Background: an optimization exercise with open tools, aiming at small area. Do not read the settings as production practice.
RTL that was checked went through simulation tests only; none was proved equivalent to the original.
For run 2, only the layout was checked, not whether the RTL still works.
Power is estimated from default activity; no workload was simulated.

[design.v]
package apb_pkg;
  localparam int APB_ADDR_W = 32;
  localparam int APB_DATA_W = 32;
  localparam logic [APB_DATA_W-1:0] APB_ERR_RDATA = 32'hDEAD_BEEF;
  localparam logic [29:0] APB_ID_PREFIX = 30'h296C_0000;
  typedef enum logic [1:0] {
    IDLE  = 2'd0,
    SETUP = 2'd1,
    WAIT  = 2'd2,
    RESP  = 2'd3
  } apb_slv_state_e;
endpackage
import apb_pkg::*;
module apb_wait_gen
#(
  parameter int unsigned WAIT_CYCLES = 1
) (
  input  logic clk_i,
  input  logic rst_n_i,
  input  logic load_i,
  input  logic dec_i,
  output logic wait_zero_o,
  output logic wait_done_o
);
  logic [3:0] cnt_q;
  logic [3:0] cnt_d;
  logic [3:0] load_val;
  assign load_val = 4'(WAIT_CYCLES);
  always_comb begin
    cnt_d = cnt_q;
    if (load_i) begin
      cnt_d = load_val;
    end else if (dec_i && (cnt_q != 4'd0)) begin
      cnt_d = cnt_q - 4'd1;
    end
  end
  always_ff @(posedge clk_i) begin
    if (!rst_n_i) begin
      cnt_q <= 4'd0;
    end else begin
      cnt_q <= cnt_d;
    end
  end
  assign wait_zero_o = (cnt_q == 4'd0);
  assign wait_done_o = (cnt_q <= 4'd1);
endmodule
import apb_pkg::*;
module apb_slave_regbank
#(
  parameter logic [1:0]  SLAVE_ID    = 2'd2,
  parameter int unsigned WAIT_CYCLES = 1,
  parameter int unsigned NUM_REGS    = 64
) (
  input  logic                  pclk,
  input  logic                  presetn,
  input  logic                  psel,
  input  logic                  penable,
  input  logic                  pwrite,
  input  logic [APB_ADDR_W-1:0] paddr,
  input  logic [APB_DATA_W-1:0] pwdata,
  output logic [APB_DATA_W-1:0] prdata,
  output logic                  pready,
  output logic                  pslverr
);
  apb_pkg::apb_slv_state_e state_q;
  apb_pkg::apb_slv_state_e state_d;
  logic [7:0]            addr_q;
  logic                  write_q;
  logic [APB_DATA_W-1:0] wdata_q;
  logic [APB_DATA_W-1:0] regs_q [NUM_REGS];
  logic [APB_DATA_W-1:0] prdata_q;
  logic [APB_DATA_W-1:0] prdata_d;
  logic                  pready_q;
  logic                  pready_d;
  logic                  pslverr_q;
  logic                  pslverr_d;
  logic       cap_en;
  logic       wait_load;
  logic       wait_dec;
  logic       wait_zero;
  logic       wait_done;
  logic [5:0] idx;
  logic       in_range;
  logic       err_misalign;
  logic       err_ro;
  logic       err_any;
  logic       wr_commit;
  logic [APB_DATA_W-1:0] rd_value;
  logic unused_paddr_hi;
  assign unused_paddr_hi = ^paddr[APB_ADDR_W-1:8];
  apb_wait_gen #(
    .WAIT_CYCLES (WAIT_CYCLES)
  ) u_wait_gen (
    .clk_i       (pclk),
    .rst_n_i     (presetn),
    .load_i      (wait_load),
    .dec_i       (wait_dec),
    .wait_zero_o (wait_zero),
    .wait_done_o (wait_done)
  );
  assign idx          = addr_q[7:2];
  assign in_range     = (32'(idx) < NUM_REGS);
  assign err_misalign = (addr_q[1:0] != 2'b00);
  assign err_ro       = write_q && (idx == 6'd0);
  assign err_any      = err_misalign || err_ro;
  always_comb begin
    rd_value = '0;
    if (err_any) begin
      rd_value = APB_ERR_RDATA;
    end else if (idx == 6'd0) begin
      rd_value = {APB_ID_PREFIX, SLAVE_ID};
    end else if (in_range) begin
      rd_value = regs_q[idx];
    end
  end
  always_comb begin
    state_d   = state_q;
    cap_en    = 1'b0;
    wait_load = 1'b0;
    wait_dec  = 1'b0;
    case (state_q)
      IDLE: begin
        if (psel && !penable) begin
          state_d   = SETUP;
          cap_en    = 1'b1;
          wait_load = 1'b1;
        end
      end
      SETUP: begin
        if (!psel) begin
          state_d = IDLE;
        end else if (penable) begin
          state_d = wait_zero ? RESP : WAIT;
        end
      end
      WAIT: begin
        if (!psel) begin
          state_d = IDLE;
        end else begin
          wait_dec = 1'b1;
          if (wait_done) begin
            state_d = RESP;
          end
        end
      end
      RESP: begin
        state_d = IDLE;
      end
      default: begin
        state_d = IDLE;
      end
    endcase
  end
  always_comb begin
    pready_d  = (state_d == RESP);
    pslverr_d = (state_d == RESP) && err_any;
    prdata_d  = '0;
    if ((state_d == RESP) && !write_q) begin
      prdata_d = rd_value;
    end
  end
  assign wr_commit = (state_q == RESP) && write_q && !err_any && in_range;
  always_ff @(posedge pclk) begin
    if (!presetn) begin
      state_q   <= IDLE;
      addr_q    <= '0;
      write_q   <= 1'b0;
      wdata_q   <= '0;
      prdata_q  <= '0;
      pready_q  <= 1'b0;
      pslverr_q <= 1'b0;
    end else begin
      state_q   <= state_d;
      prdata_q  <= prdata_d;
      pready_q  <= pready_d;
      pslverr_q <= pslverr_d;
      if (cap_en) begin
        addr_q  <= paddr[7:0];
        write_q <= pwrite;
        wdata_q <= pwdata;
      end
    end
  end
  always_ff @(posedge pclk) begin
    if (!presetn) begin
      for (int i = 0; i < int'(NUM_REGS); i++) begin
        regs_q[i] <= '0;
      end
    end else if (wr_commit) begin
      regs_q[idx] <= wdata_q;
    end
  end
  assign prdata  = prdata_q;
  assign pready  = pready_q;
  assign pslverr = pslverr_q;
endmodule
[run.sh]
#!/bin/bash
# synth_recipe.tcl (not shown) runs the flow's synth.tcl, then flattens the netlist and writes it again
# the make line also repeats each setting of config.mk as NAME=value (left out here)
make -C /OpenROAD-flow-scripts/flow DESIGN_CONFIG=/design/flow/config.mk WORK_HOME=/design/flow/orfs CLKGATE_MAP_FILE= SYNTH_SCRIPT=/design/flow/synth_recipe.tcl finish
[config.mk]
export PLATFORM = sky130hd
export DESIGN_NAME = apb_slave_regbank
export DESIGN_NICKNAME = apb_slave_regbank
export VERILOG_FILES = /design/flow/design.v
export SDC_FILE = /design/flow/constraint.sdc
export NUM_CORES = 4
export LEC_CHECK = 0
export CAP_MARGIN = 20
export CORE_MARGIN = 2
export CORE_UTILIZATION = 40
export SLEW_MARGIN = 20
[constraint.sdc]
create_clock -name core_clock -period 5.0 [get_ports {pclk}]
set_input_delay 1.0000 -clock core_clock [delete_from_list [all_inputs] [get_ports {pclk}]]
set_output_delay 1.0000 -clock core_clock [all_outputs]
set_load 0.01 [all_outputs]
==> flow_metrics.py, run 1 <==
metrics = {
    "layout": {
        "fin_nets": 6102,
        "area.growth.synth_to_final_pct": 13.4,
        "utilization": 0.456,
        "drive_gt1_frac": 0.213,
    },
    "clocking": {
        "tritoncts": "yes",
        "clock_path_buffers": 3,
        "cts_root_buffer": "clkbuf_16",
        "cts_made_buffers": 222,
        "cts_resized": 0,
        "clock_latency_ps": 890,
        "cts_setup_buffers": 0,
        "clkTransAtPathRegs_ps": 60,
        "cts.sinks": 2135,
        "hold_buffers": 0,
        "cts.htree.levels": 4,
    },
    "grt": {
        "grt_pass1_vias": 53362,
        "grt_pass1_wl_mm": 404,
        "grt_usage": 0.234,
        "antenna_found_initial": 14,
        "grt_max_degree": 93,
        "grt_overflow_total": 0,
    },
    "yosys": {
        "synth_seq_area_share": 0.661,
        "synth_edf_count": 2048,
        "ys_warn_count": 2,
        "synth-main-ff-cell": "edfxtp_1",
        "synth_area_um2": 95700,
        "netlist_instances": 6074,
        "syn_area_per_cell_um2": 15.8,
        "synth_cell_types": 48,
        "ys_seq_elements": 2135,
        "async_flop_share": 0,
    },
    "die": {
        "core.rowCount": 179,
        "die_area_um2": 243000,
        "io_pins": 103,
        "fp.dieW_um": 493,
        "start_util": 0.402,
        "dieHeight_um": 493,
        "core_area_um2": 238000,
    },
    "timing": {
        "fin_crit_ps": 3680,
        "finalSetupTns_ps": 0,
        "hold_viol_final": 0,
        "tightest_slew_ps": 1210,
        "setup_viol": 0,
        "fin_ws_ps": 1320,
        "clock_skew_ps": 38.9,
        "max_freq_mhz": 272,
        "fin_hold_ws_ps": 433,
        "grt_setup_unrepaired": "no",
        "relSlewSlack": 0.193,
        "drv_slew": 0,
        "finalCritPeriodShare": 0.736,
    },
    "routing": {
        "drc": 0,
        "routed_wirelength_mm": 286,
        "vias": 52636,
        "first_pass_iters": 5,
        "wl_per_cell_um": 30.4,
        "drtIter0Drc": 6083,
        "vias_per_cell": 5.60,
        "ant_nets": 0,
    },
    "outcome": {
        "status": "finished clean",
    },
    "power_and_ir_drop": {
        "power_leakage_nw": 37.4,
        "vdd_drop_max_uv": 372,
        "power_density_nw_per_um2": 365,
        "report.power.total_mw": 39.6,
    },
    "place": {
        "dpl_worst_slack_ps": 1200,
        "gp_congestion": 0.907,
        "port-buffer-count": 78,
        "dp_hpwl_mm": 163,
    },
    "worst_hold_path": {
        "hold_path_class": "input port to register",
        "hold_start": "presetn",
    },
    "critical_path": {
        "criticalPathCategory": "register to register",
        "arrival_ps": 4410,
        "rrSetupSlack_ps": 1320,
        "endpoint_kind": "register",
        "required_ps": 5730,
        "crit_fanout": 32,
        "startpoint_type": "register",
    },
    "run": {
        "cap_violations": 0,
    },
}
## through the flow
stage               cell area [µm²]  instances
finish                       109000       9402
global route                 108000       9396
global placement             101000       8973
detailed placement           101000       8973
floorplan                     95800       6105
CTS                          108000       9395
## sequential cells by signal, summed over array words and instances, names as in the netlist, 2 cells and up, named ones only
name	count
regs_q	2048
prdata_q	32
wdata_q	32
addr_q	8
u_wait_gen.cnt_q	4
state_q	2
## kinds of logic (layout without fill, tap and decap cells)
group / after synthesis / count (layout) / share of synthesized area
compound gates: 259 / 259 / 0.0166
mux: 714 / 714 / 0.148
other cells: 1 / 39 / 0.0000392
flops: 2135 / 2135 / 0.661
fa+ha+maj: 3 / 3 / 0.000392
simple gates: 2313 / 2313 / 0.146
buf+inv: 646 / 769 / 0.0282
xor+xnor: 3 / 3 / 0.000275
## critical path: stages, from the launching register on
cell	delay [ps]
dfxtp_4	810
nor2b_2	1080
a22oi_1	320
a31oi_1	360
nand3_1	150
a21oi_1	680
o31ai_1	120
## per-layer routing
layer	part of all wire	track usage	up-vias
li1	-	-	22158
met1	0.39	0.307	27770
met2	0.48	0.380	2165
met3	0.071	0.0373	543
met4	0.057	0.116	0
met5	0	0	-
## power breakdown
part	switching [mW]	total (mW)	internal (mW)	leakage [nW]
Combinational	1.75	2.64	0.889	11.9
Sequential	0.224	20.4	20.1	21.9
Clock	7.15	16.6	9.43	3.56
## synth_stat cells (2+ instances only)
library cell  number  area share
o221ai_1          10     0.00091
nand3b_1           6     0.00047
inv_1             14     0.00055
mux4_2           560        0.13
a221oi_1           6     0.00055
o41ai_1            4     0.00037
nand4b_1           2     0.00018
edfxtp_1        2048        0.64
nor2_1            87      0.0034
nand2_1          114      0.0045
o211ai_1           2     0.00016
buf_2             55      0.0029
dfxtp_1           87       0.018
o21ai_0           79      0.0041
nor3_1            10     0.00052
mux2i_1          139       0.015
buf_4             34      0.0027
a31oi_1           14     0.00091
o31ai_1            2     0.00016
nand2b_1           6     0.00039
a311o_1            5     0.00052
o22ai_1           10     0.00065
ha_1               3     0.00039
a22oi_1           38      0.0030
or3b_2             3     0.00027
xor2_1             2     0.00018
or3_1             10     0.00065
and2_1          2019        0.13
mux2_2            15      0.0018
nand4_1            7     0.00046
clkbuf_1         482       0.019
buf_1             48      0.0019
nor4_1             3     0.00020
a211oi_1          12     0.00094
clkinv_1           2    0.000078
nor2b_1           21      0.0014
a21oi_1           71      0.0037
a222oi_1           2     0.00021
a32oi_1            2     0.00018
buf_6             11      0.0013
nand3_1           22      0.0012
## path summary, 6_finish.rpt
| kind | to | cells after the start |
|---|---|---|
| max | prdata_q[11]$_SDFF_PN0_ | 6 |
| min | state_q[0]$_SDFF_PN0_ | 3 |
| max reg2reg | prdata_q[11]$_SDFF_PN0_ | 6 |
| min reg2reg | wdata_q[7]$_SDFFE_PN0P_ | 2 |
## layout make-up
| class | instances | area, µm² |
|---|---|---|
| flip-flops and latches | 2135 | 63300 |
| repair buffers | 331 | 3090 |
| clock inverters | 122 | 1250 |
| well taps | 3167 | 3960 |
| multi-input cells | 3324 | 30800 |
| inverters | 16 | 62.6 |
| diodes | 7 | 17.5 |
| fillers | 20476 | 129000 |
| clock buffers | 300 | 6040 |
## cell usage in the layout, fill, tap and decap left out, types with 41 or more instances in the layout
cell and count:
clkdlybuf4s50_1 77, nor2_2 64, buf_4 220, clkinv_2 43, nand2_1 113, clkbuf_16 225, mux4_2 560, edfxtp_1 2048
clkbuf_1 62, dfxtp_1 49, clkinv_1 41, o21ai_4 63, and2_1 2019, a21oi_1 71, mux2i_1 138
==> inputs of run 2 (changes only) <==
==> design.v (replaced) <==
package apb_pkg;
  localparam int APB_ADDR_W = 32;
  localparam int APB_DATA_W = 32;
  localparam logic [APB_DATA_W-1:0] APB_ERR_RDATA = 32'hDEAD_BEEF;
  localparam logic [29:0] APB_ID_PREFIX = 30'h296C_0000;
endpackage
module apb_slave_regbank
#(
  parameter logic [1:0]  SLAVE_ID    = 2'd2,
  parameter int unsigned WAIT_CYCLES = 1,
  parameter int unsigned NUM_REGS    = 64
) (
  input  logic                           pclk,
  input  logic                           presetn,
  input  logic                           psel,
  input  logic                           penable,
  input  logic                           pwrite,
  input  logic [apb_pkg::APB_ADDR_W-1:0] paddr,
  input  logic [apb_pkg::APB_DATA_W-1:0] pwdata,
  output logic [apb_pkg::APB_DATA_W-1:0] prdata,
  output logic                           pready,
  output logic                           pslverr
);
  localparam int DW = apb_pkg::APB_DATA_W;
  localparam logic [1:0] S_IDLE  = 2'd0;
  localparam logic [1:0] S_SETUP = 2'd1;
  localparam logic [1:0] S_WAIT  = 2'd2;
  localparam logic [1:0] S_RESP  = 2'd3;
  logic [1:0]    state_q;
  logic [1:0]    state_d;
  logic [7:0]    addr_q;
  logic          write_q;
  logic [DW-1:0] wdata_q;
  logic          clr_q;
  logic [DW-1:0] regs_q [1:63];
  logic [DW-1:0] prdata_q;
  logic          pready_q;
  logic          pslverr_q;
  logic          cap_en;
  logic          resp_d;
  logic [5:0]    idx;
  logic          err_misalign;
  logic          err_any;
  logic          wr_ok;
  logic [DW-1:0] rd_value;
  assign cap_en = (state_q == S_IDLE) && psel && !penable;
  always_comb begin
    state_d = S_IDLE;
    case (state_q)
      S_IDLE:  state_d = cap_en ? S_SETUP : S_IDLE;
      S_SETUP: state_d = !psel ? S_IDLE : (penable ? S_WAIT : S_SETUP);
      S_WAIT:  state_d = psel ? S_RESP : S_IDLE;
      default: state_d = S_IDLE;
    endcase
  end
  assign resp_d = (state_q == S_WAIT) && psel;
  assign idx          = addr_q[7:2];
  assign err_misalign = (addr_q[1:0] != 2'b00);
  assign err_any      = err_misalign || (write_q && (idx == 6'd0));
  assign wr_ok        = (state_q == S_RESP) && write_q && !err_misalign;
  always_comb begin
    if (err_misalign) begin
      rd_value = apb_pkg::APB_ERR_RDATA;
    end else if (idx == 6'd0) begin
      rd_value = {apb_pkg::APB_ID_PREFIX, SLAVE_ID};
    end else begin
      rd_value = regs_q[idx];
    end
  end
  always_ff @(posedge pclk) begin
    if (!presetn) begin
      state_q   <= S_IDLE;
      wdata_q   <= '0;
      prdata_q  <= '0;
      pready_q  <= 1'b0;
      pslverr_q <= 1'b0;
    end else begin
      state_q   <= state_d;
      pready_q  <= resp_d;
      pslverr_q <= resp_d && err_any;
      prdata_q  <= (resp_d && !write_q) ? rd_value : '0;
      if (cap_en) begin
        wdata_q <= pwdata;
      end
    end
  end
  always_ff @(posedge pclk) begin
    clr_q <= !presetn;
    if (cap_en) begin
      addr_q  <= paddr[7:0];
      write_q <= pwrite;
    end
  end
  for (genvar i = 1; i < 64; i++) begin : g_word
    always_ff @(posedge pclk) begin
      if (clr_q || (wr_ok && (idx == 6'(i)))) begin
        regs_q[i] <= wdata_q;
      end
    end
  end
  assign prdata  = prdata_q;
  assign pready  = pready_q;
  assign pslverr = pslverr_q;
endmodule
--- a/config.mk
+++ b/config.mk
@@ -10,2 +10,3 @@
 export CORE_UTILIZATION = 40
+export CTS_BUF_LIST = sky130_fd_sc_hd__clkbuf_4 sky130_fd_sc_hd__clkbuf_8
 export SLEW_MARGIN = 20
==> flow_metrics.py, run 2 <==
metrics = {
    "yosys": {
        "syn_area_per_cell_um2": 18.0,
        "async_flop_share": 0,
        "synthTopCellsByCount": "edfxtp_1, a22oi_1, nand4_1",
        "ys_warn_count": 34,
        "synth_seq_area_share": 0.812,
        "synth_edf_count": 2025,
        "synth_top_area_frac": 0.794,
        "yosysMostFrequentCell": "edfxtp_1",
        "yosys-top-cells-area": "edfxtp_1, a22oi_1, dfxtp_1, a22o_1, nand4_1",
        "synth_area_um2": 76600,
        "post-synth-top-area-cell": "edfxtp_1",
        "synth_cell_types": 75,
        "netlist_instances": 4247,
        "synth-main-ff-cell": "edfxtp_1",
        "ys_seq_elements": 2094,
    },
    "timing": {
        "finalCritPeriodShare": 0.878,
        "relSlewSlack": 0.181,
        "setup_viol": 0,
        "max_freq_mhz": 228,
        "hold_viol_final": 0,
        "grt_setup_unrepaired": "no",
        "finalSetupTns_ps": 0,
        "clock_skew_ps": 92.5,
        "drv_slew": 0,
        "fin_crit_ps": 4390,
        "tightest_slew_ps": 1230,
    },
    "place": {
        "gp_congestion": 0.931,
        "port-buffer-count": 78,
        "dp_hpwl_mm": 198,
    },
    "grt": {
        "antenna_found_initial": 29,
        "grt_pass1_vias": 48071,
        "grt_max_degree": 65,
        "grt_usage": 0.341,
        "grt_overflow_total": 0,
        "grt_pass1_wl_mm": 443,
    },
    "power_and_ir_drop": {
        "power_leakage_nw": 31.7,
        "report.power.total_mw": 37.2,
        "power.share.switching": 0.234,
        "pwr-share-comb": 0.047,
        "clkPwrFrac": 0.395,
        "p_switching_mw": 8.69,
        "vdd_drop_max_uv": 272,
        "power.internal_mw": 28.5,
        "power_density_nw_per_um2": 413,
        "seqPwrFrac": 0.558,
    },
    "layout": {
        "final_cell_mix": "edfxtp_1, a22oi_1, clkbuf_8",
        "area.growth.synth_to_final_pct": 17.4,
        "final_common_cell": "edfxtp_1",
        "drive_gt1_frac": 0.222,
        "fin_nets": 4816,
        "largest_reg_flops": 2016,
        "top_register": "regs_q",
        "top_regs": "regs_q: 2016 flops, prdata_q: 32 flops, wdata_q: 32 flops",
    },
    "routing": {
        "first_pass_iters": 6,
        "drc": 0,
        "wl_per_cell_um": 45.4,
        "drtIter0Drc": 11186,
        "vias": 52395,
        "ant_nets": 0,
        "vias_per_cell": 6.97,
        "routed_wirelength_mm": 342,
    },
    "die": {
        "start_util": 0.403,
        "core_area_um2": 190000,
        "core.rowCount": 160,
        "die_area_um2": 195000,
        "fp.dieW_um": 442,
        "io_pins": 103,
        "dieHeight_um": 442,
    },
    "run": {
        "cap_violations": 0,
    },
    "clocking": {
        "cts_root_buffer": "clkbuf_8",
        "clock_latency_ps": 1090,
        "cts_setup_buffers": 0,
        "tritoncts": "yes",
        "hold_buffers": 0,
        "cts_made_buffers": 351,
        "cts.htree.levels": 5,
        "clock_path_buffers": 4,
        "cts.sinks": 2094,
        "clkTransAtPathRegs_ps": 60,
        "cts_resized": 0,
    },
    "critical_path": {
        "rrSetupSlack_ps": 610,
        "crit_slowest_cell": "nor4b_2",
        "crit_fanout": 13,
        "arrival_ps": 5260,
        "criticalPathCategory": "register to register",
        "cp_cell_sequence": "buf_4 > nor4b_2 > buf_4 > and2_2 > buf_4 > a22oi_1 > nand3_1 > or4_1 > o21a_1",
        "startpoint_type": "register",
        "required_ps": 5870,
        "endpoint_kind": "register",
        "cp_common_cell": "buf_4",
        "cpPeakStageDelay_ps": 940,
    },
    "outcome": {
        "status": "finished clean",
    },
    "worst_hold_path": {
        "hold_path_class": "register to register",
    },
}
[run 2: cell count changes in the layout (fill, tap and decap cells not counted), sizes merged, moves of 112 or more]
cell / before / now
clkbuf: 300 / 494
a22o: 0 / 118
and2: 2019 / 38
mux4: 560 / 0
and3: 1 / 133
mux2i: 139 / 27
nand4: 7 / 152
a22oi: 38 / 575
[run 2: worst max-delay path: cells and delay by family, from the launching register on]
| kind | cells | cell delay, ps |
|---|---|---|
| compound gates | 2 | 650 |
| buf+inv | 3 | 1000 |
| flops | 1 | 660 |
| simple gates | 4 | 1870 |
[run 2: final cells by class]
class,instances,area (µm²)
repair buffers,431,4450
well taps,2511,3140
clock inverters,104,528
inverters,6,22.5
fillers,16012,100000
clock buffers,494,5980
flip-flops and latches,2094,62300
multi-input cells,1863,13500
diodes,16,40.0
[run 2: kinds of logic after synthesis]
kind of cell / Yosys count / synth area share
compound gates: 1065 / 0.108
buf+inv: 290 / 0.0178
flops: 2094 / 0.812
mux: 44 / 0.00603
simple gates: 754 / 0.0568
[run 2: power by group through the flow]
stage,logic (mW),clock network (mW),registers (mW)
finish,1.75,14.7,20.8
global placement,1.62,0,21.1
CTS,1.64,14.6,20.7
detailed placement,1.63,0,21.1
global route,1.68,15.4,20.8
floorplan,0.511,0,21.0
[run 2: path summary, 6_finish.rpt]
path / startpoint / to / cells past startpoint
setup / recovery: addr_q[5]$_DFFE_PP_ / prdata_q[15]$_SDFF_PN0_ / 9
hold reg to reg: wdata_q[23]$_SDFFE_PN0P_ / wdata_q[23]$_SDFFE_PN0P_ / 2
hold / removal: wdata_q[23]$_SDFFE_PN0P_ / wdata_q[23]$_SDFFE_PN0P_ / 2
setup reg to reg: addr_q[5]$_DFFE_PP_ / prdata_q[15]$_SDFF_PN0_ / 9
[run 2: layer usage]
metal / track usage / part of all wire / vias to the layer above
met5: 0.00293 / 0.00073 / -
met4: 0.233 / 0.083 / 28
met3: 0.139 / 0.17 / 1410
met2: 0.488 / 0.42 / 5819
met1: 0.421 / 0.33 / 26309
li1: - / - / 18829
[run 2: per-stage QoR]
step | instance area (µm²) | setup slack, ps | utilization | hold WS (ps) | instances
after CTS | 89900 | 928 | 0.473 | 411 | 7502
after global routing | 89900 | 856 | 0.473 | 463 | 7504
after global placement | 83300 | 861 | 0.438 | 445 | 6902
after floorplan | 76600 | 1810 | - | 485 | 4247
after detailed placement | 83400 | 885 | 0.438 | 458 | 6904
final | 90000 | 609 | 0.473 | 468 | 7519
==> inputs of run 3 (changes only) <==
--- a/design.v
+++ b/design.v
@@ -24,2 +24,3 @@
   localparam int DW = apb_pkg::APB_DATA_W;
+  localparam logic [DW-1:0] ID_VALUE = {apb_pkg::APB_ID_PREFIX, SLAVE_ID};
   localparam logic [1:0] S_IDLE  = 2'd0;
@@ -33,4 +34,2 @@
   logic [DW-1:0] wdata_q;
-  logic          clr_q;
-  logic [DW-1:0] regs_q [1:63];
   logic [DW-1:0] prdata_q;
@@ -44,2 +43,6 @@
   logic          wr_ok;
+  logic          rd_ok;
+  logic [63:0]   word_sel;
+  logic [63:0]   rd_sel;
+  logic [DW-1:0] rd_const;
   logic [DW-1:0] rd_value;
@@ -59,11 +62,39 @@
   assign err_any      = err_misalign || (write_q && (idx == 6'd0));
-  assign wr_ok        = (state_q == S_RESP) && write_q && !err_misalign;
+  assign wr_ok        = presetn && (state_q == S_RESP) && write_q && !err_misalign;
+  assign rd_ok        = presetn && resp_d && !write_q;
   always_comb begin
-    if (err_misalign) begin
-      rd_value = apb_pkg::APB_ERR_RDATA;
-    end else if (idx == 6'd0) begin
-      rd_value = {apb_pkg::APB_ID_PREFIX, SLAVE_ID};
-    end else begin
-      rd_value = regs_q[idx];
+    for (int i = 0; i < 64; i++) begin
+      word_sel[i] = (idx == 6'(i));
     end
+  end
+  assign rd_sel   = word_sel & {64{rd_ok && !err_misalign}};
+  assign rd_const = ({DW{rd_ok && err_misalign}} & apb_pkg::APB_ERR_RDATA)
+                  | ({DW{rd_sel[0]}} & ID_VALUE);
+  logic [DW-1:0] regs_q [64];
+  assign regs_q[0] = '0;
+  for (genvar i = 1; i < 64; i++) begin : g_word
+    logic we;
+    logic hold;
+    assign we   = wr_ok && word_sel[i];
+    assign hold = presetn && !we;
+    for (genvar b = 0; b < DW; b++) begin : g_bit
+      apb_regbit u_bit (
+        .clk  (pclk),
+        .hold (hold),
+        .we   (we),
+        .d    (wdata_q[b]),
+        .q    (regs_q[i][b])
+      );
+    end
+  end
+  for (genvar b = 0; b < DW; b++) begin : g_rd
+    logic [20:0] grp_n;
+    for (genvar g = 0; g < 21; g++) begin : g_grp
+      apb_rdsel3 u_sel (
+        .s   (rd_sel[3*g+3 -: 3]),
+        .d   ({regs_q[3*g+3][b], regs_q[3*g+2][b], regs_q[3*g+1][b]}),
+        .y_n (grp_n[g])
+      );
+    end
+    assign rd_value[b] = !(&grp_n) || rd_const[b];
   end
@@ -72,4 +103,2 @@
       state_q   <= S_IDLE;
-      wdata_q   <= '0;
-      prdata_q  <= '0;
       pready_q  <= 1'b0;
@@ -80,6 +109,2 @@
       pslverr_q <= resp_d && err_any;
-      prdata_q  <= (resp_d && !write_q) ? rd_value : '0;
-      if (cap_en) begin
-        wdata_q <= pwdata;
-      end
     end
@@ -87,3 +112,5 @@
   always_ff @(posedge pclk) begin
-    clr_q <= !presetn;
+    prdata_q <= rd_value;
+  end
+  always_ff @(posedge pclk) begin
     if (cap_en) begin
@@ -91,9 +118,3 @@
       write_q <= pwrite;
-    end
-  end
-  for (genvar i = 1; i < 64; i++) begin : g_word
-    always_ff @(posedge pclk) begin
-      if (clr_q || (wr_ok && (idx == 6'(i)))) begin
-        regs_q[i] <= wdata_q;
-      end
+      wdata_q <= pwdata;
     end
@@ -104 +125,19 @@
 endmodule
+module apb_regbit (
+  input  logic clk,
+  input  logic hold,
+  input  logic we,
+  input  logic d,
+  output logic q
+);
+  always_ff @(posedge clk) begin
+    q <= (q & hold) | (d & we);
+  end
+endmodule
+module apb_rdsel3 (
+  input  logic [2:0] s,
+  input  logic [2:0] d,
+  output logic       y_n
+);
+  assign y_n = !(|(s & d));
+endmodule
--- a/config.mk
+++ b/config.mk
@@ -9,4 +9,8 @@
 export CORE_MARGIN = 2
-export CORE_UTILIZATION = 40
+export CORE_UTILIZATION = 60
 export CTS_BUF_LIST = sky130_fd_sc_hd__clkbuf_4 sky130_fd_sc_hd__clkbuf_8
+export CTS_CLUSTER_DIAMETER = 50
+export CTS_CLUSTER_SIZE = 15
 export SLEW_MARGIN = 20
+export SYNTH_HIERARCHICAL = 1
+export SYNTH_MINIMUM_KEEP_SIZE = 0
==> flow_metrics.py, run 3 <==
metrics = {
    "timing": {
        "finalCritPeriodShare": 0.827,
        "tightest_slew_ps": 1230,
        "setup_viol": 0,
        "relSlewSlack": 0.182,
        "finalSetupTns_ps": 0,
        "clock_skew_ps": 40.3,
        "drv_slew": 0,
        "max_freq_mhz": 242,
        "hold_viol_final": 0,
        "grt_setup_unrepaired": "no",
        "fin_crit_ps": 4140,
    },
    "clocking": {
        "tritoncts": "yes",
        "cts_root_buffer": "clkbuf_8",
        "cts.sinks": 2093,
        "cts_setup_buffers": 0,
        "clock_latency_ps": 950,
        "hold_buffers": 0,
        "clkTransAtPathRegs_ps": 90,
        "clock_path_buffers": 3,
        "cts_made_buffers": 175,
        "cts.htree.levels": 4,
        "cts_resized": 0,
    },
    "critical_path": {
        "crit_fanout": 32,
        "startpoint_type": "register",
        "criticalPathCategory": "register to register",
        "required_ps": 5770,
        "endpoint_kind": "register",
        "arrival_ps": 4910,
    },
    "layout": {
        "top_regs": "g_word.g_bit.u_bit.q: 2016 flops, prdata_q: 32 flops, wdata_q: 32 flops",
        "top_register": "g_word.g_bit.u_bit.q",
        "final_cell_mix": "dfxtp_1, a22o_1, a222oi_1",
        "area.growth.synth_to_final_pct": 13.3,
        "drive_gt1_frac": 0.131,
        "final_common_cell": "dfxtp_1",
        "fin_nets": 5997,
        "largest_reg_flops": 2016,
    },
    "die": {
        "dieHeight_um": 345,
        "fp.dieW_um": 345,
        "core_area_um2": 116000,
        "io_pins": 103,
        "die_area_um2": 119000,
        "start_util": 0.603,
        "core.rowCount": 125,
    },
    "worst_hold_path": {
        "hold_path_class": "register to register",
    },
    "routing": {
        "vias": 58080,
        "first_pass_iters": 12,
        "routed_wirelength_mm": 255,
        "drc": 0,
        "drtIter0Drc": 10474,
        "vias_per_cell": 7.69,
        "wl_per_cell_um": 33.8,
        "ant_nets": 0,
    },
    "yosys": {
        "yosys-top-cells-area": "dfxtp_1, a22o_1, a222oi_1, edfxtp_1, nand4_1",
        "synth_top_family_by_area": "compound AO/OA/AOI/OAI gates",
        "netlist_instances": 5351,
        "synth-compound-area-share": 0.357,
        "synth_area_um2": 69700,
        "synth_adder_area_share": 0,
        "synthMuxAreaShare": 0.000144,
        "synth_cell_types": 29,
        "synth_edf_count": 41,
        "yosysMostFrequentCell": "dfxtp_1",
        "yosys.area_share.simple": 0.0332,
        "synthTopCellsByCount": "dfxtp_1, a22o_1, a222oi_1",
        "ys_warn_count": 10,
        "synthXorXnorAreaFrac": 0,
        "syn_area_per_cell_um2": 13.0,
        "synth-main-ff-cell": "dfxtp_1",
        "async_flop_share": 0,
        "ys_seq_elements": 2093,
        "post-synth-top-area-cell": "dfxtp_1",
        "synth_seq_area_share": 0.607,
        "synth_top_area_frac": 0.589,
    },
    "power_and_ir_drop": {
        "report.power.total_mw": 27.7,
        "power_density_nw_per_um2": 351,
        "power_leakage_nw": 29.4,
        "vdd_drop_max_uv": 305,
    },
    "grt": {
        "grt_pass1_wl_mm": 366,
        "antenna_found_initial": 5,
        "grt_overflow_total": 0,
        "grt_pass1_vias": 53184,
        "grt_max_degree": 65,
        "grt_usage": 0.413,
    },
    "place": {
        "gp_congestion": 0.958,
        "dp_hpwl_mm": 148,
        "port-buffer-count": 78,
    },
    "run": {
        "cap_violations": 0,
    },
    "outcome": {
        "status": "finished clean",
    },
}
## run 3: cell types whose count changed in the layout (fill, tap and decap cells not counted), moves of 161 or more
| cell | previous run | this run |
|---|---|---|
| a22o_1 | 118 | 2016 |
| a222oi_1 | 13 | 672 |
| a22oi_1 | 575 | 0 |
| edfxtp_1 | 2025 | 41 |
| dfxtp_1 | 36 | 2052 |
| clkbuf_8 | 363 | 202 |
## run 3: power breakdown
group          switching, mW  leakage, nW  internal (mW)  total (mW)
Combinational          0.697         10.6          0.118       0.815
Clock                   5.74         1.82           4.46        10.2
Sequential            0.0134         16.9           16.7        16.7
## run 3: logic make-up (layout without fill, tap and decap cells)
family	count (synthesis)	in the layout
AOI/OAI and AO/OA	2761	2761
buffers and inverters	41	716
DFF	2093	2093
muxes	1	1
other	0	3
and+or+nand+nor	455	455
## run 3: worst max-delay path: stages, from the launching register on
cell	delay [ps]
edfxtp_1	520
nor2b_1	220
nand2_1	730
nor2_2	80
buf_4	300
a222oi_1	860
nand4_1	550
nor4_1	390
buf_4	230
nand3_2	80
## run 3: metrics by stage
| stage | std cells | hold slack [ps] | utilization | area, µm² | worst slack (ps) |
|---|---|---|---|---|---|
| after detailed placement | 7274 | 469 | 0.652 | 75400 | 283 |
| final | 7553 | 489 | 0.683 | 79000 | 864 |
| after floorplan | 5351 | 455 | - | 69800 | 1230 |
| after global routing | 7551 | 497 | 0.683 | 79000 | 944 |
| after CTS | 7549 | 492 | 0.682 | 79000 | 1290 |
| after global placement | 7274 | 464 | 0.652 | 75400 | 398 |
## run 3: metal layers
| metal | wire (µm) | track usage |
|---|---|---|
| met3 | 33500 | 0.124 |
| met1 | 99500 | 0.568 |
| met2 | 107000 | 0.583 |
| met4 | 15400 | 0.223 |
| met5 | 38 | 0 |
## run 3: final timing paths
kind / start / to / slack [ps] / depth (start not counted)
max reg2reg: addr_q[5]$_DFFE_PN_ / prdata_q[10]$_DFF_P_ / 860 / 9
min: g_word[23].g_bit[9].u_bit.q$_DFF_P_ / g_word[23].g_bit[9].u_bit.q$_DFF_P_ / 490 / 1
max: addr_q[5]$_DFFE_PN_ / prdata_q[10]$_DFF_P_ / 860 / 9
min reg2reg: g_word[23].g_bit[9].u_bit.q$_DFF_P_ / g_word[23].g_bit[9].u_bit.q$_DFF_P_ / 490 / 1
## run 3: area by class of cell
cell class,instances,area [µm²]
clock buffers,225,2950
diodes,3,7.51
flip-flops and latches,2093,42300
clock inverters,50,619
repair buffers,441,3590
multi-input cells,3217,27600
fillers,8621,36700
well taps,1524,1910
## run 3: modules after synthesis, one instance, submodules excluded
module             times used  cells inside
apb_rdsel3                672             1
apb_slave_regbank           1           647
apb_regbit               2016             2

[re-timing with driven ports]
The results above use ideal ports. As a check the final layouts listed here were re-extracted and re-timed, cells and wires unchanged.
Step 1 (the two cells are an assumption about what drives the block):
set clk [get_ports {pclk}]
set_driving_cell -lib_cell sky130_fd_sc_hd__clkbuf_16 $clk
set_driving_cell -lib_cell sky130_fd_sc_hd__buf_2 [delete_from_list [all_inputs] $clk]
Step 2 also shifts input and output timing later by t, the mid clock arrival at the registers, as if the neighbouring blocks saw the same clock.
a / b / c = ideal / step 1 / step 2; a / b = the first two.
run	t, ns	slack for setup (ns)	worst register clock-pin slew, ns
run 1	0.957	1.318 / 1.318 / 1.044	0.06 / 0.06
run 2	1.145	0.609 / 0.609 / 0.609	0.07 / 0.07
run 3	1.008	0.864 / 0.864 / 0.025	0.11 / 0.11
After both steps every run listed still meets setup and hold. The setup slack of run 3, which loses most, moves by 0.000 ns with the drivers and by -0.839 ns with both steps.
